Context: an optimization exercise on an open-source flow, tuned for small area, a short achievable clock period and few clock cycles per item. The choices shown serve that exercise and are no tape-out recipe.
The RTL was checked by simulation tests, not by an equivalence proof against the original design.

==> job 383: inputs <==
Design triangle_setup, start of the top module:
module triangle_setup #(
  parameter int COORD_WIDTH   = 16,
  parameter int COEF_WIDTH    = 2*COORD_WIDTH+3,
  parameter int SCREEN_X_SIZE = 800,
  parameter int SCREEN_Y_SIZE = 600,
  parameter int CNT_WIDTH     = 16
) (
  input  logic                                    clk,
  input  logic                                    reset_n,
  input  logic                                    in_valid,
  output logic                                    in_ready,
  input  logic [2:0][1:0][COORD_WIDTH-1:0]        vertexes,
  input  logic [1:0]                              cull_mode,
  output logic                                    out_valid,
  input  logic                                    out_ready,
  output logic [2:0][COORD_WIDTH:0]               edge_a,
  output logic [2:0][COORD_WIDTH:0]               edge_b,
  output logic [2:0][COEF_WIDTH-1:0]              edge_c,
  output logic [COEF_WIDTH-1:0]                   area2,
  output logic [COORD_WIDTH-1:0]                  bbox_xmin,
  output logic [COORD_WIDTH-1:0]                  bbox_xmax,
  output logic [COORD_WIDTH-1:0]                  bbox_ymin,
  output logic [COORD_WIDTH-1:0]                  bbox_ymax,
  input  logic                                    stats_clr,
  output logic [CNT_WIDTH-1:0]                    cnt_in,
  output logic [CNT_WIDTH-1:0]                    cnt_out,
  output logic [CNT_WIDTH-1:0]                    cnt_culled,
  output logic                                    idle
);
export LEC_CHECK = 0
export ABC_AREA = 1
export CAP_MARGIN = 20
export CORE_MARGIN = 2
export CORE_UTILIZATION = 30
export SETUP_SLACK_MARGIN = 3.75
export SLEW_MARGIN = 20
create_clock -name core_clock -period 8.5 [get_ports {clk}]
standard.sh (not shown) runs the stock make flow with config.mk's settings and CLKGATE_MAP_FILE= SYNTH_SCRIPT=/design/flow/synth_recipe.tcl, a recipe that flattens the netlist after the stock synthesis.
==> flow/flow/run.sh <==
#!/bin/bash
# The standard layout (standard.sh: standard synthesis, floorplan, place,
# CTS, route, finish), with one change: the buffers that placement puts on
# every input and output port are made from sky130_fd_sc_hd__buf_1 rather
# than the cell buffer_ports picks by default. Timing repair still resizes
# them as needed. The full make/OpenROAD/Yosys output goes to standard.log;
# ORFS's per-step logs stay under orfs/logs/.
set -euo pipefail
export BUFFER_PORTS_ARGS="-buffer_cell sky130_fd_sc_hd__buf_1"
bash standard.sh > standard.log 2>&1
==> job 9937: changes against job 383 <==
==> flow/run.sh (new file) <==
#!/bin/bash
# synth_recipe.tcl (not shown) runs the flow's synth.tcl, then flattens the netlist and writes it again
# the make line also repeats each setting of config.mk as NAME=value (left out here)
make -C /OpenROAD-flow-scripts/flow DESIGN_CONFIG=/design/flow/config.mk WORK_HOME=/design/flow/orfs CLKGATE_MAP_FILE= SYNTH_SCRIPT=/design/flow/synth_recipe.tcl finish
Settings changed: CORE_UTILIZATION 30 to 50, SETUP_SLACK_MARGIN 3.75 to 3.5.
removed: flow/flow/run.sh
removed: flow/standard.sh
==> job 4051: changes against job 383 <==
==> flow/run.sh (new file) <==
#!/bin/bash
# synth_recipe.tcl (not shown) runs the flow's synth.tcl, then flattens the netlist and writes it again
# the make line also repeats each setting of config.mk as NAME=value (left out here)
make -C /OpenROAD-flow-scripts/flow DESIGN_CONFIG=/design/flow/config.mk WORK_HOME=/design/flow/orfs CLKGATE_MAP_FILE= SYNTH_SCRIPT=/design/flow/synth_recipe.tcl finish
Settings changed: SETUP_SLACK_MARGIN 3.75 to default.
removed: flow/flow/run.sh
removed: flow/standard.sh
==> comparison <==
Job 4051 completed without violations. Job 9937 passed the timing, design-rule and antenna checks. Job 383 completed with no timing, DRC or antenna violations. Of job 9937 and job 4051, job 9937 has the higher core utilization (gap 23 points). In job 4051 the final cell count is higher than in job 9937, by 11%. Register-to-register slack, highest first: job 383, job 9937, job 4051. Between job 4051 and job 383, the lower first-iteration DRC count is in job 383 (gap 0.75%, measured against job 383).
Testbench counts of job 383, summed over its fixed seeds: cycles 24,032, items 24,000.
Testbench counts of job 9937, summed over its fixed seeds: cycles 24,032, items 24,000.
Testbench counts of job 4051, summed over its fixed seeds: cycles 24,032, items 24,000.

==> separate check: timing with driven ports <==
Ports are ideal in the flow. The routed layouts listed here were re-timed in OpenROAD.
Step 1 sets driving cells, clkbuf_16 on the clock port and buf_2 on the other inputs (assumed; they add their load-dependent delay and slew).
Step 2, shift: input delay + t, output delay - t, t = (earliest + latest rising clock arrival at the registers) / 2. This alone moves slack from input paths to output paths.
Three values: ideal, step 1, step 2; two values: the first two.
run	shift t [ns]	slack for setup (ns)	hold WS [ns]
job 383	0.865	3.714 / 3.664 / 3.714	0.432 / 0.432 / 0.432
job 9937	0.813	3.521 / 3.498 / 2.942	0.423 / 0.423 / 0.423
job 4051	0.865	2.354 / 2.251 / 2.898	0.419 / 0.419 / 0.419
After both steps setup and hold are still met in every run listed. For job 9937, which loses most, drivers alone change the setup slack by -0.023 ns; drivers and shift together by -0.579 ns.
